This design comes from an exercise in tuning for small area, a short achievable clock period and few clock cycles per item on the open sky130 flow, not from production work.
Function was checked by simulation only, so behaviour that the tests miss may differ from the original.

### flow/design.v
`default_nettype none
package sparse_pkg;
    localparam int WORD_W  = 16;               
    localparam int INDEX_W = 6;                
    localparam int ADDR_W  = 2 + INDEX_W;      
    localparam int ACC_W   = 2 * WORD_W + 1;   
    localparam int LANES   = 2;                
    localparam int MAX_DIM = 8;                
    localparam int DIM_W   = 4;                
    typedef enum logic [1:0] {
        BANK_A0,
        BANK_A1,
        BANK_B0,
        BANK_B1
    } bank_e;
    typedef logic [LANES-1:0]  lane_mask_t;
    typedef logic [WORD_W-1:0] word_t;
    typedef logic [ACC_W-1:0]  acc_t;
    typedef enum logic [1:0] {
        WALK_IDLE,
        WALK_ISSUE,    
        WALK_WAIT,     
        WALK_DONE
    } walk_state_e;
    typedef enum logic [1:0] {
        FETCH_IDLE,
        FETCH_READ_A,
        FETCH_READ_B,
        FETCH_CLOSE    
    } fetch_state_e;
endpackage
`default_nettype wire
`timescale 1ns/100ps
`default_nettype none
module pair_walker (
    input  logic        clk,
    input  logic        rst,
    input  logic        start,
    input  logic [3:0]  num_rows,
    input  logic [3:0]  num_cols,
    input  logic [15:0] bitmap_a,
    input  logic [15:0] bitmap_b,
    output logic        issue,       
    output logic        issue_last,  
    output logic [1:0]  pair_mask,   
    output logic [2:0]  row,
    output logic [2:0]  col,
    output logic [2:0]  ka0,
    output logic [2:0]  ka1,
    output logic [2:0]  kb0,
    output logic [2:0]  kb1
);
    logic       run;
    logic       empty;
    logic       last_col;
    logic       last_row;
    logic [1:0] a_bits;
    logic [1:0] b_bits;
    assign empty    = (num_rows == 4'd0) || (num_cols == 4'd0);
    assign issue    = run || (start && !empty);
    assign last_col = ({1'b0, col} == num_cols - 4'd1);
    assign last_row = ({1'b0, row} == num_rows - 4'd1);
    assign issue_last = last_col && last_row;
    assign a_bits = bitmap_a[{row, 1'b0} +: 2];
    assign b_bits = bitmap_b[{col, 1'b0} +: 2];
    assign pair_mask = a_bits & b_bits;
    always_ff @(posedge clk or negedge rst) begin
        if (!rst) begin
            run <= 1'b0;
            row <= '0;
            col <= '0;
            ka0 <= '0;
            ka1 <= '0;
            kb0 <= '0;
            kb1 <= '0;
        end else if (issue) begin
            if (last_col) begin
                col <= '0;
                kb0 <= '0;
                kb1 <= '0;
                if (last_row) begin
                    run <= 1'b0;
                    row <= '0;
                    ka0 <= '0;
                    ka1 <= '0;
                end else begin
                    run <= 1'b1;
                    row <= row + 3'd1;
                    ka0 <= ka0 + {2'b0, a_bits[0]};
                    ka1 <= ka1 + {2'b0, a_bits[1]};
                end
            end else begin
                run <= 1'b1;
                col <= col + 3'd1;
                kb0 <= kb0 + {2'b0, b_bits[0]};
                kb1 <= kb1 + {2'b0, b_bits[1]};
            end
        end
    end
endmodule
`default_nettype wire
`timescale 1ns/100ps
`default_nettype none
module operand_fetch (
    input  logic              clk,
    input  logic              rst,
    input  logic              issue,
    input  logic              issue_last,
    input  logic [1:0]        pair_mask,
    input  logic [2:0]        row,
    input  logic [2:0]        col,
    input  sparse_pkg::word_t a0_val,
    input  sparse_pkg::word_t a1_val,
    input  sparse_pkg::word_t b0_val,
    input  sparse_pkg::word_t b1_val,
    output logic              op_valid,
    output logic              op_last,
    output logic [2:0]        op_row,
    output logic [2:0]        op_col,
    output sparse_pkg::word_t op_a0,
    output sparse_pkg::word_t op_a1,
    output logic [7:0]        op_on0,
    output logic [7:0]        op_tw0,
    output logic [7:0]        op_ng0,
    output logic              op_r80,
    output logic [7:0]        op_on1,
    output logic [7:0]        op_tw1,
    output logic [7:0]        op_ng1,
    output logic              op_r81
);
    logic [7:0] on0, tw0, ng0, on1, tw1, ng1;
    logic       r80, r81;
    booth_enc i_enc0 (.b(b0_val), .m(pair_mask[0]), .on(on0), .tw(tw0), .ng(ng0), .r8(r80));
    booth_enc i_enc1 (.b(b1_val), .m(pair_mask[1]), .on(on1), .tw(tw1), .ng(ng1), .r8(r81));
    always_ff @(posedge clk or negedge rst) begin
        if (!rst) begin
            op_valid <= 1'b0;
        end else begin
            op_valid <= issue;
        end
    end
    always_ff @(posedge clk) begin
        op_last <= issue_last;
        op_row  <= row;
        op_col  <= col;
        op_a0   <= a0_val;
        op_a1   <= a1_val;
        op_on0  <= on0;
        op_tw0  <= tw0;
        op_ng0  <= ng0;
        op_r80  <= r80;
        op_on1  <= on1;
        op_tw1  <= tw1;
        op_ng1  <= ng1;
        op_r81  <= r81;
    end
endmodule
`default_nettype wire
`timescale 1ns/100ps
`default_nettype none
module value_store (
    input  logic                           clk,
    input  logic                           load_en,
    input  sparse_pkg::bank_e              load_bank,
    input  logic [sparse_pkg::INDEX_W-1:0] load_index,
    input  sparse_pkg::word_t              load_data,
    input  logic [2:0]                     a0_idx,
    input  logic [2:0]                     a1_idx,
    input  logic [2:0]                     b0_idx,
    input  logic [2:0]                     b1_idx,
    output sparse_pkg::word_t              a0_val,
    output sparse_pkg::word_t              a1_val,
    output sparse_pkg::word_t              b0_val,
    output sparse_pkg::word_t              b1_val
);
    sparse_pkg::word_t mem [4][8];
    always_ff @(posedge clk) begin
        for (int b = 0; b < 4; b++) begin
            for (int i = 0; i < 8; i++) begin
                if (load_en && load_bank == b && load_index == i) begin
                    mem[b][i] <= load_data;
                end
            end
        end
    end
    assign a0_val = mem[0][a0_idx];
    assign a1_val = mem[1][a1_idx];
    assign b0_val = mem[2][b0_idx];
    assign b1_val = mem[3][b1_idx];
endmodule
`default_nettype wire
`default_nettype none
module booth_enc (
    input  wire [15:0] b,
    input  wire        m,
    output wire [7:0]  on,
    output wire [7:0]  tw,
    output wire [7:0]  ng,
    output wire        r8
);
    wire [17:0] bx = {1'b0, b, 1'b0};
    genvar gj;
    for (gj = 0; gj < 8; gj++) begin : g_enc
        assign on[gj] = m & (bx[2*gj+1] ^ bx[2*gj]);
        assign tw[gj] = m & ((bx[2*gj+2] & ~bx[2*gj+1] & ~bx[2*gj]) | (~bx[2*gj+2] & bx[2*gj+1] & bx[2*gj]));
        assign ng[gj] = m & bx[2*gj+2];
    end
    assign r8 = m & b[15];
endmodule
module mul_cs (
    input  wire [15:0] a,
    input  wire [7:0]  on,
    input  wire [7:0]  tw,
    input  wire [7:0]  ng,
    input  wire        r8,
    output wire [32:0] s,
    output wire [32:0] c
);
    wire [17:0] ax = {1'b0, a, 1'b0};
    genvar gj;
    wire [16:0] pp0;
    for (gj = 0; gj < 17; gj++) begin : g_pp0
        assign pp0[gj] = ((on[0] & ax[gj+1]) | (tw[0] & ax[gj])) ^ ng[0];
    end
    wire [16:0] pp1;
    for (gj = 0; gj < 17; gj++) begin : g_pp1
        assign pp1[gj] = ((on[1] & ax[gj+1]) | (tw[1] & ax[gj])) ^ ng[1];
    end
    wire [16:0] pp2;
    for (gj = 0; gj < 17; gj++) begin : g_pp2
        assign pp2[gj] = ((on[2] & ax[gj+1]) | (tw[2] & ax[gj])) ^ ng[2];
    end
    wire [16:0] pp3;
    for (gj = 0; gj < 17; gj++) begin : g_pp3
        assign pp3[gj] = ((on[3] & ax[gj+1]) | (tw[3] & ax[gj])) ^ ng[3];
    end
    wire [16:0] pp4;
    for (gj = 0; gj < 17; gj++) begin : g_pp4
        assign pp4[gj] = ((on[4] & ax[gj+1]) | (tw[4] & ax[gj])) ^ ng[4];
    end
    wire [16:0] pp5;
    for (gj = 0; gj < 17; gj++) begin : g_pp5
        assign pp5[gj] = ((on[5] & ax[gj+1]) | (tw[5] & ax[gj])) ^ ng[5];
    end
    wire [16:0] pp6;
    for (gj = 0; gj < 17; gj++) begin : g_pp6
        assign pp6[gj] = ((on[6] & ax[gj+1]) | (tw[6] & ax[gj])) ^ ng[6];
    end
    wire [16:0] pp7;
    for (gj = 0; gj < 17; gj++) begin : g_pp7
        assign pp7[gj] = ((on[7] & ax[gj+1]) | (tw[7] & ax[gj])) ^ ng[7];
    end
    wire [15:0] pp8 = a & {16{r8}};
    wire t1;
    wire t2;
    wire t3;
    wire t4;
    wire t5;
    wire t6;
    wire t7;
    wire t8;
    wire t9;
    wire t10;
    wire t11;
    wire t12;
    wire t13;
    wire t14;
    wire t15;
    wire t16;
    wire t17;
    wire t18;
    wire t19;
    wire t20;
    wire t21;
    wire t22;
    wire t23;
    wire t24;
    wire t25;
    wire t26;
    wire t27;
    wire t28;
    wire t29;
    wire t30;
    wire t31;
    wire t32;
    wire t33;
    wire t34;
    wire t35;
    wire t36;
    wire t37;
    wire t38;
    wire t39;
    wire t40;
    wire t41;
    wire t42;
    wire t43;
    wire t44;
    wire t45;
    wire t46;
    wire t47;
    wire t48;
    wire t49;
    wire t50;
    wire t51;
    wire t52;
    wire t53;
    wire t54;
    wire t55;
    wire t56;
    wire t57;
    wire t58;
    wire t59;
    wire t60;
    wire t61;
    wire t62;
    wire t63;
    wire t64;
    wire t65;
    wire t66;
    wire t67;
    wire t68;
    wire t69;
    wire t70;
    wire t71;
    wire t72;
    wire t73;
    wire t74;
    wire t75;
    wire t76;
    wire t77;
    wire t78;
    wire t79;
    wire t80;
    wire t81;
    wire t82;
    wire t83;
    wire t84;
    wire t85;
    wire t86;
    wire t87;
    wire t88;
    wire t89;
    wire t90;
    wire t91;
    wire t92;
    wire t93;
    wire t94;
    wire t95;
    wire t96;
    wire t97;
    wire t98;
    wire t99;
    wire t100;
    wire t101;
    wire t102;
    wire t103;
    wire t104;
    wire t105;
    wire t106;
    wire t107;
    wire t108;
    wire t109;
    wire t110;
    wire t111;
    wire t112;
    wire t113;
    wire t114;
    wire t115;
    wire t116;
    wire t117;
    wire t118;
    wire t119;
    wire t120;
    wire t121;
    wire t122;
    wire t123;
    wire t124;
    wire t125;
    wire t126;
    wire t127;
    wire t128;
    wire t129;
    wire t130;
    wire t131;
    wire t132;
    wire t133;
    wire t134;
    wire t135;
    wire t136;
    wire t137;
    wire t138;
    wire t139;
    wire t140;
    wire t141;
    wire t142;
    wire t143;
    wire t144;
    wire t145;
    wire t146;
    wire t147;
    wire t148;
    wire t149;
    wire t150;
    wire t151;
    wire t152;
    wire t153;
    wire t154;
    wire t155;
    wire t156;
    wire t157;
    wire t158;
    wire t159;
    wire t160;
    wire t161;
    wire t162;
    wire t163;
    wire t164;
    wire t165;
    wire t166;
    wire t167;
    wire t168;
    wire t169;
    wire t170;
    wire t171;
    wire t172;
    wire t173;
    wire t174;
    wire t175;
    wire t176;
    wire t177;
    wire t178;
    wire t179;
    wire t180;
    wire t181;
    wire t182;
    wire t183;
    wire t184;
    wire t185;
    wire t186;
    wire t187;
    wire t188;
    wire t189;
    wire t190;
    wire t191;
    wire t192;
    wire t193;
    wire t194;
    wire t195;
    wire t196;
    wire t197;
    wire t198;
    wire t199;
    wire t200;
    wire t201;
    wire t202;
    wire t203;
    wire t204;
    wire t205;
    wire t206;
    wire t207;
    wire t208;
    wire t209;
    wire t210;
    wire t211;
    wire t212;
    wire t213;
    wire t214;
    wire t215;
    wire t216;
    wire t217;
    wire t218;
    wire t219;
    wire t220;
    wire t221;
    wire t222;
    wire t223;
    wire t224;
    wire t225;
    wire t226;
    wire t227;
    wire t228;
    wire t229;
    wire t230;
    wire t231;
    wire t232;
    wire t233;
    wire t234;
    wire t235;
    wire t236;
    wire t237;
    wire t238;
    wire t239;
    wire t240;
    wire t241;
    wire t242;
    wire t243;
    wire t244;
    wire t245;
    wire t246;
    wire t247;
    wire t248;
    wire t249;
    wire t250;
    wire t251;
    wire t252;
    wire t253;
    wire t254;
    wire t255;
    wire t256;
    wire t257;
    wire t258;
    wire t259;
    wire t260;
    wire t261;
    wire t262;
    wire t263;
    wire t264;
    assign t1 = pp0[10] ^ pp1[8];
    assign t2 = pp0[10] & pp1[8];
    assign t3 = pp0[11] ^ pp1[9];
    assign t4 = pp0[11] & pp1[9];
    assign t5 = pp0[12] ^ pp1[10] ^ pp2[8];
    assign t6 = (pp0[12] & pp1[10]) | (pp0[12] & pp2[8]) | (pp1[10] & pp2[8]);
    assign t7 = pp3[6] ^ pp4[4];
    assign t8 = pp3[6] & pp4[4];
    assign t9 = pp0[13] ^ pp1[11] ^ pp2[9];
    assign t10 = (pp0[13] & pp1[11]) | (pp0[13] & pp2[9]) | (pp1[11] & pp2[9]);
    assign t11 = pp3[7] ^ pp4[5];
    assign t12 = pp3[7] & pp4[5];
    assign t13 = pp0[14] ^ pp1[12] ^ pp2[10];
    assign t14 = (pp0[14] & pp1[12]) | (pp0[14] & pp2[10]) | (pp1[12] & pp2[10]);
    assign t15 = pp3[8] ^ pp4[6] ^ pp5[4];
    assign t16 = (pp3[8] & pp4[6]) | (pp3[8] & pp5[4]) | (pp4[6] & pp5[4]);
    assign t17 = pp6[2] ^ pp7[0];
    assign t18 = pp6[2] & pp7[0];
    assign t19 = pp0[15] ^ pp1[13] ^ pp2[11];
    assign t20 = (pp0[15] & pp1[13]) | (pp0[15] & pp2[11]) | (pp1[13] & pp2[11]);
    assign t21 = pp3[9] ^ pp4[7] ^ pp5[5];
    assign t22 = (pp3[9] & pp4[7]) | (pp3[9] & pp5[5]) | (pp4[7] & pp5[5]);
    assign t23 = pp6[3] ^ pp7[1];
    assign t24 = pp6[3] & pp7[1];
    assign t25 = pp0[16] ^ pp1[14] ^ pp2[12];
    assign t26 = (pp0[16] & pp1[14]) | (pp0[16] & pp2[12]) | (pp1[14] & pp2[12]);
    assign t27 = pp3[10] ^ pp4[8] ^ pp5[6];
    assign t28 = (pp3[10] & pp4[8]) | (pp3[10] & pp5[6]) | (pp4[8] & pp5[6]);
    assign t29 = pp6[4] ^ pp7[2] ^ pp8[0];
    assign t30 = (pp6[4] & pp7[2]) | (pp6[4] & pp8[0]) | (pp7[2] & pp8[0]);
    assign t31 = ng[0] ^ pp1[15] ^ pp2[13];
    assign t32 = (ng[0] & pp1[15]) | (ng[0] & pp2[13]) | (pp1[15] & pp2[13]);
    assign t33 = pp3[11] ^ pp4[9] ^ pp5[7];
    assign t34 = (pp3[11] & pp4[9]) | (pp3[11] & pp5[7]) | (pp4[9] & pp5[7]);
    assign t35 = pp6[5] ^ pp7[3] ^ pp8[1];
    assign t36 = (pp6[5] & pp7[3]) | (pp6[5] & pp8[1]) | (pp7[3] & pp8[1]);
    assign t37 = ng[0] ^ pp1[16] ^ pp2[14];
    assign t38 = (ng[0] & pp1[16]) | (ng[0] & pp2[14]) | (pp1[16] & pp2[14]);
    assign t39 = pp3[12] ^ pp4[10] ^ pp5[8];
    assign t40 = (pp3[12] & pp4[10]) | (pp3[12] & pp5[8]) | (pp4[10] & pp5[8]);
    assign t41 = pp6[6] ^ pp7[4] ^ pp8[2];
    assign t42 = (pp6[6] & pp7[4]) | (pp6[6] & pp8[2]) | (pp7[4] & pp8[2]);
    assign t43 = ~ng[0] ^ ~ng[1] ^ pp2[15];
    assign t44 = (~ng[0] & ~ng[1]) | (~ng[0] & pp2[15]) | (~ng[1] & pp2[15]);
    assign t45 = pp3[13] ^ pp4[11] ^ pp5[9];
    assign t46 = (pp3[13] & pp4[11]) | (pp3[13] & pp5[9]) | (pp4[11] & pp5[9]);
    assign t47 = pp6[7] ^ pp7[5] ^ pp8[3];
    assign t48 = (pp6[7] & pp7[5]) | (pp6[7] & pp8[3]) | (pp7[5] & pp8[3]);
    assign t49 = 1'b1 ^ pp2[16] ^ pp3[14];
    assign t50 = (1'b1 & pp2[16]) | (1'b1 & pp3[14]) | (pp2[16] & pp3[14]);
    assign t51 = pp4[12] ^ pp5[10] ^ pp6[8];
    assign t52 = (pp4[12] & pp5[10]) | (pp4[12] & pp6[8]) | (pp5[10] & pp6[8]);
    assign t53 = pp7[6] ^ pp8[4];
    assign t54 = pp7[6] & pp8[4];
    assign t55 = ~ng[2] ^ pp3[15] ^ pp4[13];
    assign t56 = (~ng[2] & pp3[15]) | (~ng[2] & pp4[13]) | (pp3[15] & pp4[13]);
    assign t57 = pp5[11] ^ pp6[9] ^ pp7[7];
    assign t58 = (pp5[11] & pp6[9]) | (pp5[11] & pp7[7]) | (pp6[9] & pp7[7]);
    assign t59 = 1'b1 ^ pp3[16] ^ pp4[14];
    assign t60 = (1'b1 & pp3[16]) | (1'b1 & pp4[14]) | (pp3[16] & pp4[14]);
    assign t61 = pp5[12] ^ pp6[10];
    assign t62 = pp5[12] & pp6[10];
    assign t63 = ~ng[3] ^ pp4[15] ^ pp5[13];
    assign t64 = (~ng[3] & pp4[15]) | (~ng[3] & pp5[13]) | (pp4[15] & pp5[13]);
    assign t65 = 1'b1 ^ pp4[16];
    assign t66 = 1'b1 & pp4[16];
    assign t67 = pp0[6] ^ pp1[4];
    assign t68 = pp0[6] & pp1[4];
    assign t69 = pp0[7] ^ pp1[5];
    assign t70 = pp0[7] & pp1[5];
    assign t71 = pp0[8] ^ pp1[6] ^ pp2[4];
    assign t72 = (pp0[8] & pp1[6]) | (pp0[8] & pp2[4]) | (pp1[6] & pp2[4]);
    assign t73 = pp3[2] ^ pp4[0];
    assign t74 = pp3[2] & pp4[0];
    assign t75 = pp0[9] ^ pp1[7] ^ pp2[5];
    assign t76 = (pp0[9] & pp1[7]) | (pp0[9] & pp2[5]) | (pp1[7] & pp2[5]);
    assign t77 = pp3[3] ^ pp4[1];
    assign t78 = pp3[3] & pp4[1];
    assign t79 = t1 ^ pp2[6] ^ pp3[4];
    assign t80 = (t1 & pp2[6]) | (t1 & pp3[4]) | (pp2[6] & pp3[4]);
    assign t81 = pp4[2] ^ pp5[0] ^ ng[5];
    assign t82 = (pp4[2] & pp5[0]) | (pp4[2] & ng[5]) | (pp5[0] & ng[5]);
    assign t83 = t2 ^ t3 ^ pp2[7];
    assign t84 = (t2 & t3) | (t2 & pp2[7]) | (t3 & pp2[7]);
    assign t85 = pp3[5] ^ pp4[3] ^ pp5[1];
    assign t86 = (pp3[5] & pp4[3]) | (pp3[5] & pp5[1]) | (pp4[3] & pp5[1]);
    assign t87 = t4 ^ t5 ^ t7;
    assign t88 = (t4 & t5) | (t4 & t7) | (t5 & t7);
    assign t89 = pp5[2] ^ pp6[0] ^ ng[6];
    assign t90 = (pp5[2] & pp6[0]) | (pp5[2] & ng[6]) | (pp6[0] & ng[6]);
    assign t91 = t6 ^ t8 ^ t9;
    assign t92 = (t6 & t8) | (t6 & t9) | (t8 & t9);
    assign t93 = t11 ^ pp5[3] ^ pp6[1];
    assign t94 = (t11 & pp5[3]) | (t11 & pp6[1]) | (pp5[3] & pp6[1]);
    assign t95 = t10 ^ t12 ^ t13;
    assign t96 = (t10 & t12) | (t10 & t13) | (t12 & t13);
    assign t97 = t15 ^ t17 ^ ng[7];
    assign t98 = (t15 & t17) | (t15 & ng[7]) | (t17 & ng[7]);
    assign t99 = t14 ^ t16 ^ t18;
    assign t100 = (t14 & t16) | (t14 & t18) | (t16 & t18);
    assign t101 = t19 ^ t21 ^ t23;
    assign t102 = (t19 & t21) | (t19 & t23) | (t21 & t23);
    assign t103 = t20 ^ t22 ^ t24;
    assign t104 = (t20 & t22) | (t20 & t24) | (t22 & t24);
    assign t105 = t25 ^ t27 ^ t29;
    assign t106 = (t25 & t27) | (t25 & t29) | (t27 & t29);
    assign t107 = t26 ^ t28 ^ t30;
    assign t108 = (t26 & t28) | (t26 & t30) | (t28 & t30);
    assign t109 = t31 ^ t33 ^ t35;
    assign t110 = (t31 & t33) | (t31 & t35) | (t33 & t35);
    assign t111 = t32 ^ t34 ^ t36;
    assign t112 = (t32 & t34) | (t32 & t36) | (t34 & t36);
    assign t113 = t37 ^ t39 ^ t41;
    assign t114 = (t37 & t39) | (t37 & t41) | (t39 & t41);
    assign t115 = t38 ^ t40 ^ t42;
    assign t116 = (t38 & t40) | (t38 & t42) | (t40 & t42);
    assign t117 = t43 ^ t45 ^ t47;
    assign t118 = (t43 & t45) | (t43 & t47) | (t45 & t47);
    assign t119 = t44 ^ t46 ^ t48;
    assign t120 = (t44 & t46) | (t44 & t48) | (t46 & t48);
    assign t121 = t49 ^ t51 ^ t53;
    assign t122 = (t49 & t51) | (t49 & t53) | (t51 & t53);
    assign t123 = t50 ^ t52 ^ t54;
    assign t124 = (t50 & t52) | (t50 & t54) | (t52 & t54);
    assign t125 = t55 ^ t57 ^ pp8[5];
    assign t126 = (t55 & t57) | (t55 & pp8[5]) | (t57 & pp8[5]);
    assign t127 = t56 ^ t58 ^ t59;
    assign t128 = (t56 & t58) | (t56 & t59) | (t58 & t59);
    assign t129 = t61 ^ pp7[8] ^ pp8[6];
    assign t130 = (t61 & pp7[8]) | (t61 & pp8[6]) | (pp7[8] & pp8[6]);
    assign t131 = t60 ^ t62 ^ t63;
    assign t132 = (t60 & t62) | (t60 & t63) | (t62 & t63);
    assign t133 = pp6[11] ^ pp7[9] ^ pp8[7];
    assign t134 = (pp6[11] & pp7[9]) | (pp6[11] & pp8[7]) | (pp7[9] & pp8[7]);
    assign t135 = t64 ^ t65 ^ pp5[14];
    assign t136 = (t64 & t65) | (t64 & pp5[14]) | (t65 & pp5[14]);
    assign t137 = pp6[12] ^ pp7[10] ^ pp8[8];
    assign t138 = (pp6[12] & pp7[10]) | (pp6[12] & pp8[8]) | (pp7[10] & pp8[8]);
    assign t139 = t66 ^ ~ng[4] ^ pp5[15];
    assign t140 = (t66 & ~ng[4]) | (t66 & pp5[15]) | (~ng[4] & pp5[15]);
    assign t141 = pp6[13] ^ pp7[11] ^ pp8[9];
    assign t142 = (pp6[13] & pp7[11]) | (pp6[13] & pp8[9]) | (pp7[11] & pp8[9]);
    assign t143 = 1'b1 ^ pp5[16] ^ pp6[14];
    assign t144 = (1'b1 & pp5[16]) | (1'b1 & pp6[14]) | (pp5[16] & pp6[14]);
    assign t145 = pp7[12] ^ pp8[10];
    assign t146 = pp7[12] & pp8[10];
    assign t147 = ~ng[5] ^ pp6[15] ^ pp7[13];
    assign t148 = (~ng[5] & pp6[15]) | (~ng[5] & pp7[13]) | (pp6[15] & pp7[13]);
    assign t149 = 1'b1 ^ pp6[16];
    assign t150 = 1'b1 & pp6[16];
    assign t151 = pp0[4] ^ pp1[2];
    assign t152 = pp0[4] & pp1[2];
    assign t153 = pp0[5] ^ pp1[3];
    assign t154 = pp0[5] & pp1[3];
    assign t155 = t67 ^ pp2[2] ^ pp3[0];
    assign t156 = (t67 & pp2[2]) | (t67 & pp3[0]) | (pp2[2] & pp3[0]);
    assign t157 = t68 ^ t69 ^ pp2[3];
    assign t158 = (t68 & t69) | (t68 & pp2[3]) | (t69 & pp2[3]);
    assign t159 = t70 ^ t71 ^ t73;
    assign t160 = (t70 & t71) | (t70 & t73) | (t71 & t73);
    assign t161 = t72 ^ t74 ^ t75;
    assign t162 = (t72 & t74) | (t72 & t75) | (t74 & t75);
    assign t163 = t76 ^ t78 ^ t79;
    assign t164 = (t76 & t78) | (t76 & t79) | (t78 & t79);
    assign t165 = t80 ^ t82 ^ t83;
    assign t166 = (t80 & t82) | (t80 & t83) | (t82 & t83);
    assign t167 = t84 ^ t86 ^ t87;
    assign t168 = (t84 & t86) | (t84 & t87) | (t86 & t87);
    assign t169 = t88 ^ t90 ^ t91;
    assign t170 = (t88 & t90) | (t88 & t91) | (t90 & t91);
    assign t171 = t92 ^ t94 ^ t95;
    assign t172 = (t92 & t94) | (t92 & t95) | (t94 & t95);
    assign t173 = t96 ^ t98 ^ t99;
    assign t174 = (t96 & t98) | (t96 & t99) | (t98 & t99);
    assign t175 = t100 ^ t102 ^ t103;
    assign t176 = (t100 & t102) | (t100 & t103) | (t102 & t103);
    assign t177 = t104 ^ t106 ^ t107;
    assign t178 = (t104 & t106) | (t104 & t107) | (t106 & t107);
    assign t179 = t108 ^ t110 ^ t111;
    assign t180 = (t108 & t110) | (t108 & t111) | (t110 & t111);
    assign t181 = t112 ^ t114 ^ t115;
    assign t182 = (t112 & t114) | (t112 & t115) | (t114 & t115);
    assign t183 = t116 ^ t118 ^ t119;
    assign t184 = (t116 & t118) | (t116 & t119) | (t118 & t119);
    assign t185 = t120 ^ t122 ^ t123;
    assign t186 = (t120 & t122) | (t120 & t123) | (t122 & t123);
    assign t187 = t124 ^ t126 ^ t127;
    assign t188 = (t124 & t126) | (t124 & t127) | (t126 & t127);
    assign t189 = t128 ^ t130 ^ t131;
    assign t190 = (t128 & t130) | (t128 & t131) | (t130 & t131);
    assign t191 = t132 ^ t134 ^ t135;
    assign t192 = (t132 & t134) | (t132 & t135) | (t134 & t135);
    assign t193 = t136 ^ t138 ^ t139;
    assign t194 = (t136 & t138) | (t136 & t139) | (t138 & t139);
    assign t195 = t140 ^ t142 ^ t143;
    assign t196 = (t140 & t142) | (t140 & t143) | (t142 & t143);
    assign t197 = t144 ^ t146 ^ t147;
    assign t198 = (t144 & t146) | (t144 & t147) | (t146 & t147);
    assign t199 = t148 ^ t149 ^ pp7[14];
    assign t200 = (t148 & t149) | (t148 & pp7[14]) | (t149 & pp7[14]);
    assign t201 = t150 ^ ~ng[6] ^ pp7[15];
    assign t202 = (t150 & ~ng[6]) | (t150 & pp7[15]) | (~ng[6] & pp7[15]);
    assign t203 = 1'b1 ^ pp7[16];
    assign t204 = 1'b1 & pp7[16];
    assign t205 = pp0[2] ^ pp1[0];
    assign t206 = pp0[2] & pp1[0];
    assign t207 = pp0[3] ^ pp1[1];
    assign t208 = pp0[3] & pp1[1];
    assign t209 = t151 ^ pp2[0] ^ ng[2];
    assign t210 = (t151 & pp2[0]) | (t151 & ng[2]) | (pp2[0] & ng[2]);
    assign t211 = t152 ^ t153 ^ pp2[1];
    assign t212 = (t152 & t153) | (t152 & pp2[1]) | (t153 & pp2[1]);
    assign t213 = t154 ^ t155 ^ ng[3];
    assign t214 = (t154 & t155) | (t154 & ng[3]) | (t155 & ng[3]);
    assign t215 = t156 ^ t157 ^ pp3[1];
    assign t216 = (t156 & t157) | (t156 & pp3[1]) | (t157 & pp3[1]);
    assign t217 = t158 ^ t159 ^ ng[4];
    assign t218 = (t158 & t159) | (t158 & ng[4]) | (t159 & ng[4]);
    assign t219 = t160 ^ t161 ^ t77;
    assign t220 = (t160 & t161) | (t160 & t77) | (t161 & t77);
    assign t221 = t162 ^ t163 ^ t81;
    assign t222 = (t162 & t163) | (t162 & t81) | (t163 & t81);
    assign t223 = t164 ^ t165 ^ t85;
    assign t224 = (t164 & t165) | (t164 & t85) | (t165 & t85);
    assign t225 = t166 ^ t167 ^ t89;
    assign t226 = (t166 & t167) | (t166 & t89) | (t167 & t89);
    assign t227 = t168 ^ t169 ^ t93;
    assign t228 = (t168 & t169) | (t168 & t93) | (t169 & t93);
    assign t229 = t170 ^ t171 ^ t97;
    assign t230 = (t170 & t171) | (t170 & t97) | (t171 & t97);
    assign t231 = t172 ^ t173 ^ t101;
    assign t232 = (t172 & t173) | (t172 & t101) | (t173 & t101);
    assign t233 = t174 ^ t175 ^ t105;
    assign t234 = (t174 & t175) | (t174 & t105) | (t175 & t105);
    assign t235 = t176 ^ t177 ^ t109;
    assign t236 = (t176 & t177) | (t176 & t109) | (t177 & t109);
    assign t237 = t178 ^ t179 ^ t113;
    assign t238 = (t178 & t179) | (t178 & t113) | (t179 & t113);
    assign t239 = t180 ^ t181 ^ t117;
    assign t240 = (t180 & t181) | (t180 & t117) | (t181 & t117);
    assign t241 = t182 ^ t183 ^ t121;
    assign t242 = (t182 & t183) | (t182 & t121) | (t183 & t121);
    assign t243 = t184 ^ t185 ^ t125;
    assign t244 = (t184 & t185) | (t184 & t125) | (t185 & t125);
    assign t245 = t186 ^ t187 ^ t129;
    assign t246 = (t186 & t187) | (t186 & t129) | (t187 & t129);
    assign t247 = t188 ^ t189 ^ t133;
    assign t248 = (t188 & t189) | (t188 & t133) | (t189 & t133);
    assign t249 = t190 ^ t191 ^ t137;
    assign t250 = (t190 & t191) | (t190 & t137) | (t191 & t137);
    assign t251 = t192 ^ t193 ^ t141;
    assign t252 = (t192 & t193) | (t192 & t141) | (t193 & t141);
    assign t253 = t194 ^ t195 ^ t145;
    assign t254 = (t194 & t195) | (t194 & t145) | (t195 & t145);
    assign t255 = t196 ^ t197 ^ pp8[11];
    assign t256 = (t196 & t197) | (t196 & pp8[11]) | (t197 & pp8[11]);
    assign t257 = t198 ^ t199 ^ pp8[12];
    assign t258 = (t198 & t199) | (t198 & pp8[12]) | (t199 & pp8[12]);
    assign t259 = t200 ^ t201 ^ pp8[13];
    assign t260 = (t200 & t201) | (t200 & pp8[13]) | (t201 & pp8[13]);
    assign t261 = t202 ^ t203 ^ pp8[14];
    assign t262 = (t202 & t203) | (t202 & pp8[14]) | (t203 & pp8[14]);
    assign t263 = t204 ^ ~ng[7] ^ pp8[15];
    assign t264 = (t204 & ~ng[7]) | (t204 & pp8[15]) | (~ng[7] & pp8[15]);
    assign s = {t264, t262, t260, t258, t256, t254, t252, t250, t248, t246, t244, t242, t240, t238, t236, t234, t232, t230, t228, t226, t224, t222, t220, t218, t216, t214, t212, t210, t208, t206, t205, pp0[1], pp0[0]};
    assign c = {1'b1, t263, t261, t259, t257, t255, t253, t251, t249, t247, t245, t243, t241, t239, t237, t235, t233, t231, t229, t227, t225, t223, t221, t219, t217, t215, t213, t211, t209, t207, ng[1], 1'b0, ng[0]};
endmodule
module add4 (
    input  wire [32:0] x0,
    input  wire [32:0] x1,
    input  wire [32:0] x2,
    input  wire [32:0] x3,
    output wire [32:0] y
);
    wire u1;
    wire u2;
    wire u3;
    wire u4;
    wire u5;
    wire u6;
    wire u7;
    wire u8;
    wire u9;
    wire u10;
    wire u11;
    wire u12;
    wire u13;
    wire u14;
    wire u15;
    wire u16;
    wire u17;
    wire u18;
    wire u19;
    wire u20;
    wire u21;
    wire u22;
    wire u23;
    wire u24;
    wire u25;
    wire u26;
    wire u27;
    wire u28;
    wire u29;
    wire u30;
    wire u31;
    wire u32;
    wire u33;
    wire u34;
    wire u35;
    wire u36;
    wire u37;
    wire u38;
    wire u39;
    wire u40;
    wire u41;
    wire u42;
    wire u43;
    wire u44;
    wire u45;
    wire u46;
    wire u47;
    wire u48;
    wire u49;
    wire u50;
    wire u51;
    wire u52;
    wire u53;
    wire u54;
    wire u55;
    wire u56;
    wire u57;
    wire u58;
    wire u59;
    wire u60;
    wire u61;
    wire u62;
    wire u63;
    wire u64;
    wire u65;
    wire u66;
    wire u67;
    wire u68;
    wire u69;
    wire u70;
    wire u71;
    wire u72;
    wire u73;
    wire u74;
    wire u75;
    wire u76;
    wire u77;
    wire u78;
    wire u79;
    wire u80;
    wire u81;
    wire u82;
    wire u83;
    wire u84;
    wire u85;
    wire u86;
    wire u87;
    wire u88;
    wire u89;
    wire u90;
    wire u91;
    wire u92;
    wire u93;
    wire u94;
    wire u95;
    wire u96;
    wire u97;
    wire u98;
    wire u99;
    wire u100;
    wire u101;
    wire u102;
    wire u103;
    wire u104;
    wire u105;
    wire u106;
    wire u107;
    wire u108;
    wire u109;
    wire u110;
    wire u111;
    wire u112;
    wire u113;
    wire u114;
    wire u115;
    wire u116;
    wire u117;
    wire u118;
    wire u119;
    wire u120;
    wire u121;
    wire u122;
    wire u123;
    wire u124;
    wire u125;
    wire u126;
    wire u127;
    wire u128;
    wire u129;
    wire u130;
    wire u131;
    wire u132;
    assign u1 = x0[0] ^ x1[0];
    assign u2 = x0[0] & x1[0];
    assign u3 = x0[1] ^ x1[1] ^ x2[1];
    assign u4 = (x0[1] & x1[1]) | (x0[1] & x2[1]) | (x1[1] & x2[1]);
    assign u5 = x0[2] ^ x1[2] ^ x2[2];
    assign u6 = (x0[2] & x1[2]) | (x0[2] & x2[2]) | (x1[2] & x2[2]);
    assign u7 = x0[3] ^ x1[3] ^ x2[3];
    assign u8 = (x0[3] & x1[3]) | (x0[3] & x2[3]) | (x1[3] & x2[3]);
    assign u9 = x0[4] ^ x1[4] ^ x2[4];
    assign u10 = (x0[4] & x1[4]) | (x0[4] & x2[4]) | (x1[4] & x2[4]);
    assign u11 = x0[5] ^ x1[5] ^ x2[5];
    assign u12 = (x0[5] & x1[5]) | (x0[5] & x2[5]) | (x1[5] & x2[5]);
    assign u13 = x0[6] ^ x1[6] ^ x2[6];
    assign u14 = (x0[6] & x1[6]) | (x0[6] & x2[6]) | (x1[6] & x2[6]);
    assign u15 = x0[7] ^ x1[7] ^ x2[7];
    assign u16 = (x0[7] & x1[7]) | (x0[7] & x2[7]) | (x1[7] & x2[7]);
    assign u17 = x0[8] ^ x1[8] ^ x2[8];
    assign u18 = (x0[8] & x1[8]) | (x0[8] & x2[8]) | (x1[8] & x2[8]);
    assign u19 = x0[9] ^ x1[9] ^ x2[9];
    assign u20 = (x0[9] & x1[9]) | (x0[9] & x2[9]) | (x1[9] & x2[9]);
    assign u21 = x0[10] ^ x1[10] ^ x2[10];
    assign u22 = (x0[10] & x1[10]) | (x0[10] & x2[10]) | (x1[10] & x2[10]);
    assign u23 = x0[11] ^ x1[11] ^ x2[11];
    assign u24 = (x0[11] & x1[11]) | (x0[11] & x2[11]) | (x1[11] & x2[11]);
    assign u25 = x0[12] ^ x1[12] ^ x2[12];
    assign u26 = (x0[12] & x1[12]) | (x0[12] & x2[12]) | (x1[12] & x2[12]);
    assign u27 = x0[13] ^ x1[13] ^ x2[13];
    assign u28 = (x0[13] & x1[13]) | (x0[13] & x2[13]) | (x1[13] & x2[13]);
    assign u29 = x0[14] ^ x1[14] ^ x2[14];
    assign u30 = (x0[14] & x1[14]) | (x0[14] & x2[14]) | (x1[14] & x2[14]);
    assign u31 = x0[15] ^ x1[15] ^ x2[15];
    assign u32 = (x0[15] & x1[15]) | (x0[15] & x2[15]) | (x1[15] & x2[15]);
    assign u33 = x0[16] ^ x1[16] ^ x2[16];
    assign u34 = (x0[16] & x1[16]) | (x0[16] & x2[16]) | (x1[16] & x2[16]);
    assign u35 = x0[17] ^ x1[17] ^ x2[17];
    assign u36 = (x0[17] & x1[17]) | (x0[17] & x2[17]) | (x1[17] & x2[17]);
    assign u37 = x0[18] ^ x1[18] ^ x2[18];
    assign u38 = (x0[18] & x1[18]) | (x0[18] & x2[18]) | (x1[18] & x2[18]);
    assign u39 = x0[19] ^ x1[19] ^ x2[19];
    assign u40 = (x0[19] & x1[19]) | (x0[19] & x2[19]) | (x1[19] & x2[19]);
    assign u41 = x0[20] ^ x1[20] ^ x2[20];
    assign u42 = (x0[20] & x1[20]) | (x0[20] & x2[20]) | (x1[20] & x2[20]);
    assign u43 = x0[21] ^ x1[21] ^ x2[21];
    assign u44 = (x0[21] & x1[21]) | (x0[21] & x2[21]) | (x1[21] & x2[21]);
    assign u45 = x0[22] ^ x1[22] ^ x2[22];
    assign u46 = (x0[22] & x1[22]) | (x0[22] & x2[22]) | (x1[22] & x2[22]);
    assign u47 = x0[23] ^ x1[23] ^ x2[23];
    assign u48 = (x0[23] & x1[23]) | (x0[23] & x2[23]) | (x1[23] & x2[23]);
    assign u49 = x0[24] ^ x1[24] ^ x2[24];
    assign u50 = (x0[24] & x1[24]) | (x0[24] & x2[24]) | (x1[24] & x2[24]);
    assign u51 = x0[25] ^ x1[25] ^ x2[25];
    assign u52 = (x0[25] & x1[25]) | (x0[25] & x2[25]) | (x1[25] & x2[25]);
    assign u53 = x0[26] ^ x1[26] ^ x2[26];
    assign u54 = (x0[26] & x1[26]) | (x0[26] & x2[26]) | (x1[26] & x2[26]);
    assign u55 = x0[27] ^ x1[27] ^ x2[27];
    assign u56 = (x0[27] & x1[27]) | (x0[27] & x2[27]) | (x1[27] & x2[27]);
    assign u57 = x0[28] ^ x1[28] ^ x2[28];
    assign u58 = (x0[28] & x1[28]) | (x0[28] & x2[28]) | (x1[28] & x2[28]);
    assign u59 = x0[29] ^ x1[29] ^ x2[29];
    assign u60 = (x0[29] & x1[29]) | (x0[29] & x2[29]) | (x1[29] & x2[29]);
    assign u61 = x0[30] ^ x1[30] ^ x2[30];
    assign u62 = (x0[30] & x1[30]) | (x0[30] & x2[30]) | (x1[30] & x2[30]);
    assign u63 = x0[31] ^ x1[31] ^ x2[31];
    assign u64 = (x0[31] & x1[31]) | (x0[31] & x2[31]) | (x1[31] & x2[31]);
    assign u65 = x0[32] ^ x1[32] ^ x2[32];
    assign u66 = (x0[32] & x1[32]) | (x0[32] & x2[32]) | (x1[32] & x2[32]);
    assign u67 = u1 ^ x2[0];
    assign u68 = u1 & x2[0];
    assign u69 = u2 ^ u3 ^ x3[1];
    assign u70 = (u2 & u3) | (u2 & x3[1]) | (u3 & x3[1]);
    assign u71 = u4 ^ u5 ^ x3[2];
    assign u72 = (u4 & u5) | (u4 & x3[2]) | (u5 & x3[2]);
    assign u73 = u6 ^ u7 ^ x3[3];
    assign u74 = (u6 & u7) | (u6 & x3[3]) | (u7 & x3[3]);
    assign u75 = u8 ^ u9 ^ x3[4];
    assign u76 = (u8 & u9) | (u8 & x3[4]) | (u9 & x3[4]);
    assign u77 = u10 ^ u11 ^ x3[5];
    assign u78 = (u10 & u11) | (u10 & x3[5]) | (u11 & x3[5]);
    assign u79 = u12 ^ u13 ^ x3[6];
    assign u80 = (u12 & u13) | (u12 & x3[6]) | (u13 & x3[6]);
    assign u81 = u14 ^ u15 ^ x3[7];
    assign u82 = (u14 & u15) | (u14 & x3[7]) | (u15 & x3[7]);
    assign u83 = u16 ^ u17 ^ x3[8];
    assign u84 = (u16 & u17) | (u16 & x3[8]) | (u17 & x3[8]);
    assign u85 = u18 ^ u19 ^ x3[9];
    assign u86 = (u18 & u19) | (u18 & x3[9]) | (u19 & x3[9]);
    assign u87 = u20 ^ u21 ^ x3[10];
    assign u88 = (u20 & u21) | (u20 & x3[10]) | (u21 & x3[10]);
    assign u89 = u22 ^ u23 ^ x3[11];
    assign u90 = (u22 & u23) | (u22 & x3[11]) | (u23 & x3[11]);
    assign u91 = u24 ^ u25 ^ x3[12];
    assign u92 = (u24 & u25) | (u24 & x3[12]) | (u25 & x3[12]);
    assign u93 = u26 ^ u27 ^ x3[13];
    assign u94 = (u26 & u27) | (u26 & x3[13]) | (u27 & x3[13]);
    assign u95 = u28 ^ u29 ^ x3[14];
    assign u96 = (u28 & u29) | (u28 & x3[14]) | (u29 & x3[14]);
    assign u97 = u30 ^ u31 ^ x3[15];
    assign u98 = (u30 & u31) | (u30 & x3[15]) | (u31 & x3[15]);
    assign u99 = u32 ^ u33 ^ x3[16];
    assign u100 = (u32 & u33) | (u32 & x3[16]) | (u33 & x3[16]);
    assign u101 = u34 ^ u35 ^ x3[17];
    assign u102 = (u34 & u35) | (u34 & x3[17]) | (u35 & x3[17]);
    assign u103 = u36 ^ u37 ^ x3[18];
    assign u104 = (u36 & u37) | (u36 & x3[18]) | (u37 & x3[18]);
    assign u105 = u38 ^ u39 ^ x3[19];
    assign u106 = (u38 & u39) | (u38 & x3[19]) | (u39 & x3[19]);
    assign u107 = u40 ^ u41 ^ x3[20];
    assign u108 = (u40 & u41) | (u40 & x3[20]) | (u41 & x3[20]);
    assign u109 = u42 ^ u43 ^ x3[21];
    assign u110 = (u42 & u43) | (u42 & x3[21]) | (u43 & x3[21]);
    assign u111 = u44 ^ u45 ^ x3[22];
    assign u112 = (u44 & u45) | (u44 & x3[22]) | (u45 & x3[22]);
    assign u113 = u46 ^ u47 ^ x3[23];
    assign u114 = (u46 & u47) | (u46 & x3[23]) | (u47 & x3[23]);
    assign u115 = u48 ^ u49 ^ x3[24];
    assign u116 = (u48 & u49) | (u48 & x3[24]) | (u49 & x3[24]);
    assign u117 = u50 ^ u51 ^ x3[25];
    assign u118 = (u50 & u51) | (u50 & x3[25]) | (u51 & x3[25]);
    assign u119 = u52 ^ u53 ^ x3[26];
    assign u120 = (u52 & u53) | (u52 & x3[26]) | (u53 & x3[26]);
    assign u121 = u54 ^ u55 ^ x3[27];
    assign u122 = (u54 & u55) | (u54 & x3[27]) | (u55 & x3[27]);
    assign u123 = u56 ^ u57 ^ x3[28];
    assign u124 = (u56 & u57) | (u56 & x3[28]) | (u57 & x3[28]);
    assign u125 = u58 ^ u59 ^ x3[29];
    assign u126 = (u58 & u59) | (u58 & x3[29]) | (u59 & x3[29]);
    assign u127 = u60 ^ u61 ^ x3[30];
    assign u128 = (u60 & u61) | (u60 & x3[30]) | (u61 & x3[30]);
    assign u129 = u62 ^ u63 ^ x3[31];
    assign u130 = (u62 & u63) | (u62 & x3[31]) | (u63 & x3[31]);
    assign u131 = u64 ^ u65 ^ x3[32];
    assign u132 = (u64 & u65) | (u64 & x3[32]) | (u65 & x3[32]);
    wire [32:0] r0 = {u130, u128, u126, u124, u122, u120, u118, u116, u114, u112, u110, u108, u106, u104, u102, u100, u98, u96, u94, u92, u90, u88, u86, u84, u82, u80, u78, u76, u74, u72, u70, u68, u67};
    wire [32:0] r1 = {u131, u129, u127, u125, u123, u121, u119, u117, u115, u113, u111, u109, u107, u105, u103, u101, u99, u97, u95, u93, u91, u89, u87, u85, u83, u81, u79, u77, u75, u73, u71, u69, x3[0]};
    assign y = r0 + r1;
endmodule
`default_nettype wire
`timescale 1ns/100ps
`default_nettype none
module sparse_dot_top #(
    parameter int MAX_ROWS = sparse_pkg::MAX_DIM,
    parameter int MAX_COLS = sparse_pkg::MAX_DIM
) (
    input  logic                                  clk,
    input  logic                                  rst,
    input  logic                                  load_en,
    input  sparse_pkg::bank_e                     load_bank,
    input  logic [sparse_pkg::INDEX_W-1:0]        load_index,
    input  sparse_pkg::word_t                     load_data,
    input  logic                                  start,
    input  logic [sparse_pkg::DIM_W-1:0]          num_rows,
    input  logic [sparse_pkg::DIM_W-1:0]          num_cols,
    input  logic [sparse_pkg::LANES*MAX_ROWS-1:0] bitmap_a,
    input  logic [sparse_pkg::LANES*MAX_COLS-1:0] bitmap_b,
    output logic                                  busy,
    output logic                                  done,
    output logic                                  result_valid,
    output logic [sparse_pkg::DIM_W-1:0]          result_row,
    output logic [sparse_pkg::DIM_W-1:0]          result_col,
    output sparse_pkg::acc_t                      result_value
);
    logic              issue;
    logic              issue_last;
    logic [1:0]        pair_mask;
    logic [2:0]        row;
    logic [2:0]        col;
    logic [2:0]        ka0;
    logic [2:0]        ka1;
    logic [2:0]        kb0;
    logic [2:0]        kb1;
    sparse_pkg::word_t a0_val;
    sparse_pkg::word_t a1_val;
    sparse_pkg::word_t b0_val;
    sparse_pkg::word_t b1_val;
    pair_walker i_pair_walker (
        .clk        (clk),
        .rst        (rst),
        .start      (start),
        .num_rows   (num_rows),
        .num_cols   (num_cols),
        .bitmap_a   (bitmap_a),
        .bitmap_b   (bitmap_b),
        .issue      (issue),
        .issue_last (issue_last),
        .pair_mask  (pair_mask),
        .row        (row),
        .col        (col),
        .ka0        (ka0),
        .ka1        (ka1),
        .kb0        (kb0),
        .kb1        (kb1)
    );
    value_store i_value_store (
        .clk        (clk),
        .load_en    (load_en),
        .load_bank  (load_bank),
        .load_index (load_index),
        .load_data  (load_data),
        .a0_idx     (ka0),
        .a1_idx     (ka1),
        .b0_idx     (kb0),
        .b1_idx     (kb1),
        .a0_val     (a0_val),
        .a1_val     (a1_val),
        .b0_val     (b0_val),
        .b1_val     (b1_val)
    );
    logic              op_valid;
    logic              op_last;
    logic [2:0]        op_row;
    logic [2:0]        op_col;
    sparse_pkg::word_t op_a0;
    sparse_pkg::word_t op_a1;
    logic [7:0]        op_on0, op_tw0, op_ng0;
    logic [7:0]        op_on1, op_tw1, op_ng1;
    logic              op_r80, op_r81;
    operand_fetch i_operand_fetch (
        .clk        (clk),
        .rst        (rst),
        .issue      (issue),
        .issue_last (issue_last),
        .pair_mask  (pair_mask),
        .row        (row),
        .col        (col),
        .a0_val     (a0_val),
        .a1_val     (a1_val),
        .b0_val     (b0_val),
        .b1_val     (b1_val),
        .op_valid   (op_valid),
        .op_last    (op_last),
        .op_row     (op_row),
        .op_col     (op_col),
        .op_a0      (op_a0),
        .op_a1      (op_a1),
        .op_on0     (op_on0),
        .op_tw0     (op_tw0),
        .op_ng0     (op_ng0),
        .op_r80     (op_r80),
        .op_on1     (op_on1),
        .op_tw1     (op_tw1),
        .op_ng1     (op_ng1),
        .op_r81     (op_r81)
    );
    logic [32:0] p0_s;
    logic [32:0] p0_c;
    logic [32:0] p1_s;
    logic [32:0] p1_c;
    mul_cs i_mul0 (.a(op_a0), .on(op_on0), .tw(op_tw0), .ng(op_ng0), .r8(op_r80), .s(p0_s), .c(p0_c));
    mul_cs i_mul1 (.a(op_a1), .on(op_on1), .tw(op_tw1), .ng(op_ng1), .r8(op_r81), .s(p1_s), .c(p1_c));
    logic        cs_valid;
    logic        cs_last;
    logic [2:0]  cs_row;
    logic [2:0]  cs_col;
    logic [32:0] cs_p0_s;
    logic [32:0] cs_p0_c;
    logic [32:0] cs_p1_s;
    logic [32:0] cs_p1_c;
    always_ff @(posedge clk or negedge rst) begin
        if (!rst) begin
            cs_valid <= 1'b0;
        end else begin
            cs_valid <= op_valid;
        end
    end
    always_ff @(posedge clk) begin
        cs_last <= op_last;
        cs_row  <= op_row;
        cs_col  <= op_col;
        cs_p0_s <= p0_s;
        cs_p0_c <= p0_c;
        cs_p1_s <= p1_s;
        cs_p1_c <= p1_c;
    end
    logic [32:0] sum;
    add4 i_add4 (
        .x0 (cs_p0_s),
        .x1 (cs_p0_c),
        .x2 (cs_p1_s),
        .x3 (cs_p1_c),
        .y  (sum)
    );
    logic empty_start;
    assign empty_start = start && ((num_rows == 4'd0) || (num_cols == 4'd0));
    always_ff @(posedge clk or negedge rst) begin
        if (!rst) begin
            result_valid <= 1'b0;
            done         <= 1'b0;
            busy         <= 1'b0;
        end else begin
            result_valid <= cs_valid;
            done         <= (cs_valid && cs_last) || empty_start;
            busy         <= start || (busy && !done);
        end
    end
    always_ff @(posedge clk) begin
        result_row   <= {1'b0, cs_row};
        result_col   <= {1'b0, cs_col};
        result_value <= sum;
    end
endmodule
`default_nettype wire
### flow/flow/run.sh
#!/bin/bash
# The standard layout, with timing repair aiming below the design's clock
# period (the SDC is unchanged; only the repair margin is raised). Extra make
# variables, one per line, come from flow/args.txt.
set -euo pipefail
mapfile -t ARGS < flow/args.txt
bash standard.sh "${ARGS[@]}" finish > standard_finish.log 2>&1
### flow/flow/args.txt
SETUP_SLACK_MARGIN=6.7
BUFFER_PORTS_ARGS=-buffer_cell sky130_fd_sc_hd__buf_2
### flow/standard.sh
#!/bin/bash
# synth_recipe.tcl (not shown) runs the flow's synth.tcl, then flattens the netlist and writes it again
# the make line also repeats each setting of config.mk as NAME=value (left out here)
make -C /OpenROAD-flow-scripts/flow DESIGN_CONFIG=/design/flow/config.mk WORK_HOME=/design/flow/orfs CLKGATE_MAP_FILE= SYNTH_SCRIPT=/design/flow/synth_recipe.tcl "${@:-finish}"
### flow/config.mk
export PLATFORM = sky130hd
export DESIGN_NAME = sparse_dot_top
export DESIGN_NICKNAME = sparse_dot_top
export VERILOG_FILES = /design/flow/design.v
export SDC_FILE = /design/flow/constraint.sdc
export NUM_CORES = 4
export LEC_CHECK = 0
export ABC_CLOCK_PERIOD_IN_PS = 3000
export CAP_MARGIN = 20
export CORE_MARGIN = 2
export CORE_UTILIZATION = 60
export CTS_CLUSTER_DIAMETER = 80
export CTS_CLUSTER_SIZE = 30
export PLACE_DENSITY = 0.75
export SLEW_MARGIN = 20
### flow/constraint.sdc
create_clock -name core_clock -period 10.0 [get_ports {clk}]
set_input_delay 2.0000 -clock core_clock [delete_from_list [all_inputs] [get_ports {clk}]]
set_output_delay 2.0000 -clock core_clock [all_outputs]
set_load 0.01 [all_outputs]
==> results of run 1 <==
[cell families (layout without fill, tap and decap cells)]
family | Yosys count | in the layout | synth area share (%)
other | 1 | 3 | 0.00913
AND/OR/NAND/NOR | 481 | 481 | 5.27
flip-flops | 797 | 797 | 51.6
buffers and inverters | 512 | 501 | 4.87
XOR/XNOR | 327 | 327 | 6.97
AO/OA/AOI/OAI | 600 | 600 | 10.3
adder cells (fa/ha/maj) | 357 | 357 | 15.8
multiplexers | 150 | 150 | 5.22
[worst register-to-register path, cell delays in order (launching register included)]
cell,delay [ns]
dfxtp_1,0.34
ha_1,0.32
ha_1,0.31
ha_1,0.25
fa_1,0.50
a21o_1,0.20
a221o_1,0.36
o211ai_2,0.21
a21oi_2,0.10
or2_4,0.27
a2111oi_4,0.32
nor3_2,0.07
[through the flow]
step                utilization (%)  hold WS [ns]
finish                         66.0         0.335
global route                   66.0         0.342
CTS                            65.3         0.337
detailed placement             62.8         0.312
global placement               62.8         0.310
floorplan                         -         0.310
[synth_stat cells, drive strengths merged (4+ instances only)]
cell     instances
nor3b            4
and3            12
xnor2          247
or2              4
or3b             4
clkbuf         180
o21a             6
nand2b           9
o31ai            4
nand3           38
o21bai           6
o211ai           6
a22o             9
mux2i           63
a22oi          262
a21oi           86
a21boi           4
ha              90
o21ai           89
o221ai           4
o22ai           14
nor2b           19
edfxtp         512
clkinv           4
nand2          172
or3              9
a211oi           4
a21o            15
mux4            47
mux2            40
buf             53
xor2            80
nor3            11
inv            275
fa             267
a221o            7
o2bb2ai          4
and2            23
nand3b          11
nor2           157
dfxtp          261
dfrtp           24
a31oi           17
a221oi          44
[state kept, by name, indices dropped and copies added, names as in the netlist, 16 cells and up]
| register | cells |
|---|---|
| cs_p1_s | 33 |
| i_operand_fetch.op_a1 | 16 |
| cs_p0_c | 31 |
| cs_p1_c | 31 |
| i_value_store.mem | 512 |
| result_value | 33 |
| i_operand_fetch.op_a0 | 16 |
| cs_p0_s | 33 |
[metal layers]
| metal | track usage [%] | vias up | part of all wire (%) |
|---|---|---|---|
| li1 | - | 11200 | - |
| met1 | 37.8 | 12900 | 39 |
| met2 | 47.4 | 1364 | 49 |
| met3 | 3.95 | 227 | 8.7 |
| met4 | 11.3 | 0 | 4.0 |
| met5 | 0 | - | 0 |
[layout make-up]
class | count | area [um^2] | share of cell area (%)
sequential | 797 | 21400 | 48.0
multi-input combinational | 1917 | 18600 | 41.8
tap | 873 | 1090 | 2.45
inverter | 279 | 1070 | 2.40
clock buffer | 47 | 1010 | 2.26
timing repair buffer | 154 | 987 | 2.22
clock inverter | 21 | 363 | 0.815
antenna | 1 | 2.50 | 0.00562
[path summary, 6_finish.rpt]
| kind | start | to | slack [ns] | depth (start not counted) |
|---|---|---|---|---|
| setup / recovery | cs_p0_c[0] | result_value[20] | 6.65 | 11 |
| setup reg to reg | cs_p0_c[0] | result_value[20] | 6.65 | 11 |
| hold reg to reg | cs_col[1] | result_col[1] | 0.34 | 0 |
| hold / removal | cs_col[1] | result_col[1] | 0.34 | 0 |
| max in group asynchronous | rst | i_pair_walker.kb0[1] | 8.25 | 1 |
| min in group asynchronous | rst | result_valid | 1.34 | 1 |
[repair_timing]
| action | CTS | global route |
|---|---|---|
| resized for setup | 123 | 64 |
| buffers inserted | 8 | 21 |
| hold buffers | 0 | 0 |
| pin swaps | 15 | 27 |
| cloned | 0 | 0 |
| endpoints found under the setup margin | 100 | 183 |
==> results.txt, run 1 <==
Finish:
- The post-layout instance count excluding filler cells is 4089.
- The fraction of final layout cells with drive strength greater than 1 is 16.3%.
- The filler cell count is 4782.
- The area overhead of the layout relative to synthesis is 8.45%.
- The final layout net count is 3613.
- Once layout is done, the placed cells without fillers occupy 44500 um^2.
- Leaving out fill and tap cells, the most frequent cell in the layout is edfxtp_1.
- The library cells used most frequently in the layout, excluding fill and tap cells, are edfxtp_1, inv_1, fa_1.

Clock tree:
- Clock latency on the worst-skew pair, taken at its later pin, is 0.64 ns.
- The clock net sink count is 797.
- TritonCTS built the clock tree.
- The buffer type at the clock tree root is clkbuf_16.
- The clock-pin slew on the worst setup and hold paths is 0.10 ns.
- Clock tree synthesis inserted a total of 39 buffers.
- The maximum clock path buffer count is 3.
- The H-tree level count is 2.

Timing:
- The minimum setup slack in the final design is 6.65 ns.
- The number of max-slew violations in the final report is 0.
- Derived from the worst setup path, the maximum achievable clock frequency is 299 MHz.
- The final cycle utilization of the critical path is 33.5%.
- Headroom to the max-slew limit came out at 32.7%.
- The worst path in the final design needs a cycle of 3.35 ns, including I/O delays and setup.
- Setup repair after global routing could not meet its margin everywhere.
- The final worst clock skew is 0.0292 ns.
- Setup violations remaining at the end of the flow were counted as 0.
- The actual transition at the worst max-transition pin is 1.01 ns.
- The count of final hold-check violations is 0.
- The final-layout setup total negative slack is 0 ns.

Setup path:
- STA classifies the critical path startpoint as a flop.
- STA puts the critical path data arrival time at 3.86 ns.
- The cell repeated most along the worst path is ha_1.
- Along the worst path, the maximum fanout reaches 4.
- For this run, the slowest stage of the critical path takes 0.50 ns.
- The data required time of the worst path is 10.52 ns.
- The number of buffers and inverters on the critical path is 0.
- The endpoint class of the critical path is a flop.
- The class of the most critical setup path is flop to flop.
- The cell class contributing the biggest share of worst-path delay is adder cells.
- The slowest library cell on the worst path is fa_1.
- Traced cell by cell, the critical path runs through ha_1 > ha_1 > ha_1 > fa_1 > a21o_1 > a221o_1 > o211ai_2 > a21oi_2 > or2_4 > a2111oi_4 > nor3_2.

Detailed routing:
- The detail-routed net length per standard cell is 24.3 um.
- The final wirelength is 99.3 mm.
- The antenna violation net count after detailed routing is 0.
- The DRC violation total after the first TritonRoute iteration is 2828.
- In the routed layout, each cell is associated on average with a via count of 6.28.
- The iteration count of the initial detailed-routing pass is 7.
- For this run, design rule violations remaining after detail routing come to 0.
- The count of vias placed by the detailed router is 25700.

Global route:
- The total congestion overflow after global routing is 0.
- The via count of the first global-routing pass is 26200.
- The initial antenna violation count is 2.
- The combined global-route utilization of all metal layers is 28.3%.
- The first global-routing pass estimated 152 mm of wire.
- The largest net degree at the start of global routing is 49.

Synth:
- The count of warnings emitted by yosys is 5.
- The number of enable flip-flop cells after synthesis is 512.
- The synthesized area per cell is 12.7 um^2.
- The area of the mapped netlist is 41100 um^2.
- The proportion of netlist area held by the largest area contributor is 37.4%.
- The register area share after synthesis is 51.6%.
- The cell count after synthesis came out at 3225.
- The flip-flop cell with the highest count after synthesis is edfxtp_1.
- The biggest area consumer among synthesized cells is edfxtp_1.
- The distinct cell type count of the synthesized netlist is 76.
- By area the synthesized netlist is led by edfxtp_1, fa_1, dfxtp_1, xnor2_1, a22oi_1.
- In the synthesized netlist the async set-or-reset flop fraction comes to 3.01%.
- Synthesis inferred 797 register bits.

Die:
- The number of primary I/O pins is 112.
- Measured along the x axis, the die boundary spans 266 um.
- The initial utilization of the core area, before any placement, comes to 60.8%.
- The floorplan has 95 rows.
- The area of the core is 67500 um^2.
- The floorplan step set the die height to 266 um.
- The die outline area is 70500 um^2.

Place:
- In this run, placement finished with an instance count of 3991.
- The worst setup timing slack at the placement stage is 5.92 ns.
- After detailed placement, the total cell area comes to 42400 um^2.
- The detailed placement HPWL is 66.4 mm.
- Routability-driven placement finished with a final weighted congestion of 0.910.
- The number of buffers inserted by port buffering is 109.

Run status:
- The flow ran to the end and the layout has no timing, DRC or antenna violations.

Hold path:
- The tightest min-delay check is of the flop to flop type.

Run:
- Max-cap violations in this run came to 0.
Testbench counts, summed over its fixed seeds: cycles 10,520, items 9,944.
==> run 2: changes to the inputs <==
--- a/flow/config.mk
+++ b/flow/config.mk
@@ -13,3 +13,3 @@
 export CTS_CLUSTER_SIZE = 30
-export PLACE_DENSITY = 0.75
+export GPL_TIMING_DRIVEN = 1
 export SLEW_MARGIN = 20
==> results.txt, run 2 <==
Setup path:
- The arrival time of the worst setup path is 3.80 ns (-0.06 ns).
- The data required time of the worst path came to 10.48 ns (-0.04 ns).
- In this run the worst setup path begins at cs_p0_s[4].
- The number of gates on the worst path with buffers counted is 12 (+1).
- The slowest library cell on the worst path is fa_1.
- The endpoint class of the critical path is a flop.
- The type of element launching the critical path is a flop.
- The class of the most critical setup path is flop to flop.
- The endpoint of the lowest-slack register-to-register path is result_value[20].
- The path depth of the worst reg2reg path is 12 (+1).
- The most numerous cell type found on the critical path is fa_1.
- Traced cell by cell, the critical path runs through fa_1 > inv_1 > fa_1 > inv_2 > ha_4 > and3_1 > a221o_1 > o211ai_2 > a21oi_2 > or2_4 > a2111oi_4 > nor3_1.
- The peak fanout along the critical path is 5 (+1).
- In this run the worst setup path terminates at result_value[20].

Global route:
- The via count of the first global-routing pass is 25600 (-2.2%).
- The total congestion overflow after global routing came to 0 (unchanged).
- The met3 capacity usage during global routing is 3.37% (-0.58 points).
- The most congested layer reported by global routing is met2.
- The combined global-route utilization of all metal layers is 29.4% (+1.1 points).
- The initial antenna violation count is 1 (-1).
- The global-route wire length before repair is 157 mm (+3.0%).
- The met1 layer usage reported by global route was 40.0% (+2.2 points).

Timing:
- The max-slew headroom at the worst pin is 26.3% (-6.4 points).
- The highest clock frequency the design can meet was 302 MHz (+0.97%).
- The final worst clock skew is 0.0504 ns (+0.0212 ns).
- The final cycle utilization of the critical path is 33.2% (-0.32 points).
- The count of final hold-check violations is 0 (unchanged).
- The number of max-slew violations in the final report is 0 (unchanged).
- The total setup violations reported at the end of the flow is 0 (unchanged).
- The clock period minus final worst setup slack is 3.32 ns (-0.0321 ns).

Clock tree:
- The maximum clock path buffer count is 3 (unchanged).
- The clock latency on the worst-skew pair is 0.62 ns (-0.02 ns).
- The number of buffers inserted during clock tree synthesis is 40 (+2.6%).
- The H-tree level count is 2 (unchanged).
- The buffer type at the clock tree root is clkbuf_16.

Synth:
- The proportion of netlist area held by the largest area contributor is 37.4% (unchanged).
- Counting instances in the post-synthesis netlist gives the leading cell types as edfxtp_1, inv_1, fa_1, a22oi_1, dfxtp_1.
- The share of synthesized registers carrying an async set or reset is 3.01% (unchanged).
- The register area share after synthesis is 51.6% (unchanged).
- The distinct cell type count of the synthesized netlist was 76 (unchanged).
- The count of warnings emitted by yosys is 5 (unchanged).
- Among all cell types in the netlist, the one instantiated most often is edfxtp_1.
- The synthesized area per cell is 12.7 um^2 (unchanged).
- The biggest area consumer among synthesized cells is edfxtp_1.
- Sorting the synthesized cells by area gives the leading types as edfxtp_1, fa_1, dfxtp_1, xnor2_1, a22oi_1.

Finish:
- The most frequent standard cell in the layout excluding fill and tap cells is edfxtp_1.
- The post-layout instance count excluding filler cells is 4107 (+0.44%).
- The flip-flop and latch area came to 21400 um^2 (-0.11%).
- The fraction of final layout cells with drive strength greater than 1 is 16.0% (-0.29 points).
- Compared with the post-synthesis result, the final layout area differs by 8.91%.
- The core utilization of the finished layout came to 66.2% (+0.28 points).
- The register with the most flip-flops is i_value_store.mem.

Die:
- The initial standard-cell utilization of the core was 60.8% (unchanged).
- The horizontal die dimension is 266 um (unchanged).
- The number of primary I/O pins is 112 (unchanged).
- The die outline area was 70500 um^2 (unchanged).

Hold path:
- The worst hold path class is flop to flop.

Detailed routing:
- The count of vias placed by the detailed router came to 25300 (-1.6%).
- The iteration count of the initial detailed-routing pass is 6 (-1).
- The DRC violation total after the first TritonRoute iteration was 2622 (-7.3%).
- The via count normalized by instance count is 6.15 (-2.0%).
- The antenna violation net count after detailed routing is 0 (unchanged).
- The detail-routed net length per standard cell was 24.9 um (+2.5%).
- The number of remaining DRC errors was 0 (unchanged).

Run status:
- The flow ran to the end and the layout has no timing, DRC or antenna violations.

Place:
- The number of buffers inserted by port buffering was 109 (unchanged).
==> run 2: cell counts after synthesis <==
No cell type changed its count.
==> run 2: per-layer routing <==
metal	routed length, um	up-vias
met1	41200	12800
li1	-	11200
met5	0	-
met3	6540	153
met2	51700	1027
met4	2850	0
==> run 2: metrics by stage <==
step | worst slack [ns] | area [um^2] | hold WS, ns
floorplan | 6.56 | 41600 | 0.310
global placement | 5.97 | 42400 | 0.311
detailed placement | 5.85 | 42400 | 0.314
CTS | 6.61 | 44100 | 0.338
global route | 6.60 | 44700 | 0.342
finish | 6.68 | 44700 | 0.334
==> run 2: worst min-delay path by stage <==
stage                                          from             to  depth (start not counted)
final                     i_operand_fetch.op_col[1]      cs_col[1]                          0
after global routing                      cs_col[0]  result_col[0]                          0
after CTS                 i_operand_fetch.op_row[0]      cs_row[0]                          0
after detailed placement  i_operand_fetch.op_row[0]      cs_row[0]                          0
after global placement      i_operand_fetch.op_last        cs_last                          0
after floorplan           i_operand_fetch.op_col[0]      cs_col[0]                          0
==> run 2: repair_timing <==
item                                    in CTS  in global routing
endpoints found under the setup margin      92                289
setup buffers                               10                 24
pin swaps                                   15                 38
gates resized for setup                    106                 66
==> run 2: layout make-up <==
class / instances / area share (%)
Antenna cell: 4 / 0.0224
Clock buffer: 52 / 2.34
Clock inverter: 21 / 0.727
Inverter: 279 / 2.40
Multi-Input combinational cell: 1917 / 41.7
Sequential cell: 797 / 47.8
Tap cell: 873 / 2.44
Timing Repair Buffer: 164 / 2.63
==> run 2: logic make-up after synthesis <==
family	share of synthesized area, %
XOR/XNOR	6.97
AND/OR/NAND/NOR	5.27
other	0.00913
adder cells (fa/ha/maj)	15.8
multiplexers	5.22
flip-flops	51.6
buffers and inverters	4.87
AO/OA/AOI/OAI	10.3

-- port drivers added, routing unchanged --
The results above use ideal ports. As a check the final layouts listed here were re-extracted and re-timed, cells and wires unchanged.
Step 1: set_driving_cell puts a clkbuf_16 on clk and a buf_2 on each other input, an assumption about the parent block.
Step 2, shift: input delay + t, output delay - t, t = (earliest + latest rising clock arrival at the registers) / 2. This alone moves slack from input paths to output paths.
Three values: ideal, step 1, step 2; two values: the first two.
run	shift t [ns]	slack for setup (ns)	hold WS [ns]	worst register clock-pin slew, ns
run 1	0.686	6.653 / 6.653 / 6.110	0.335 / 0.335 / 0.335	0.11 / 0.11
run 2	0.661	6.685 / 6.685 / 6.108	0.334 / 0.334 / 0.334	0.11 / 0.11
After both steps setup and hold are still met in every run listed. For run 2, which loses most, drivers alone change the setup slack by 0.000 ns; drivers and shift together by -0.577 ns.
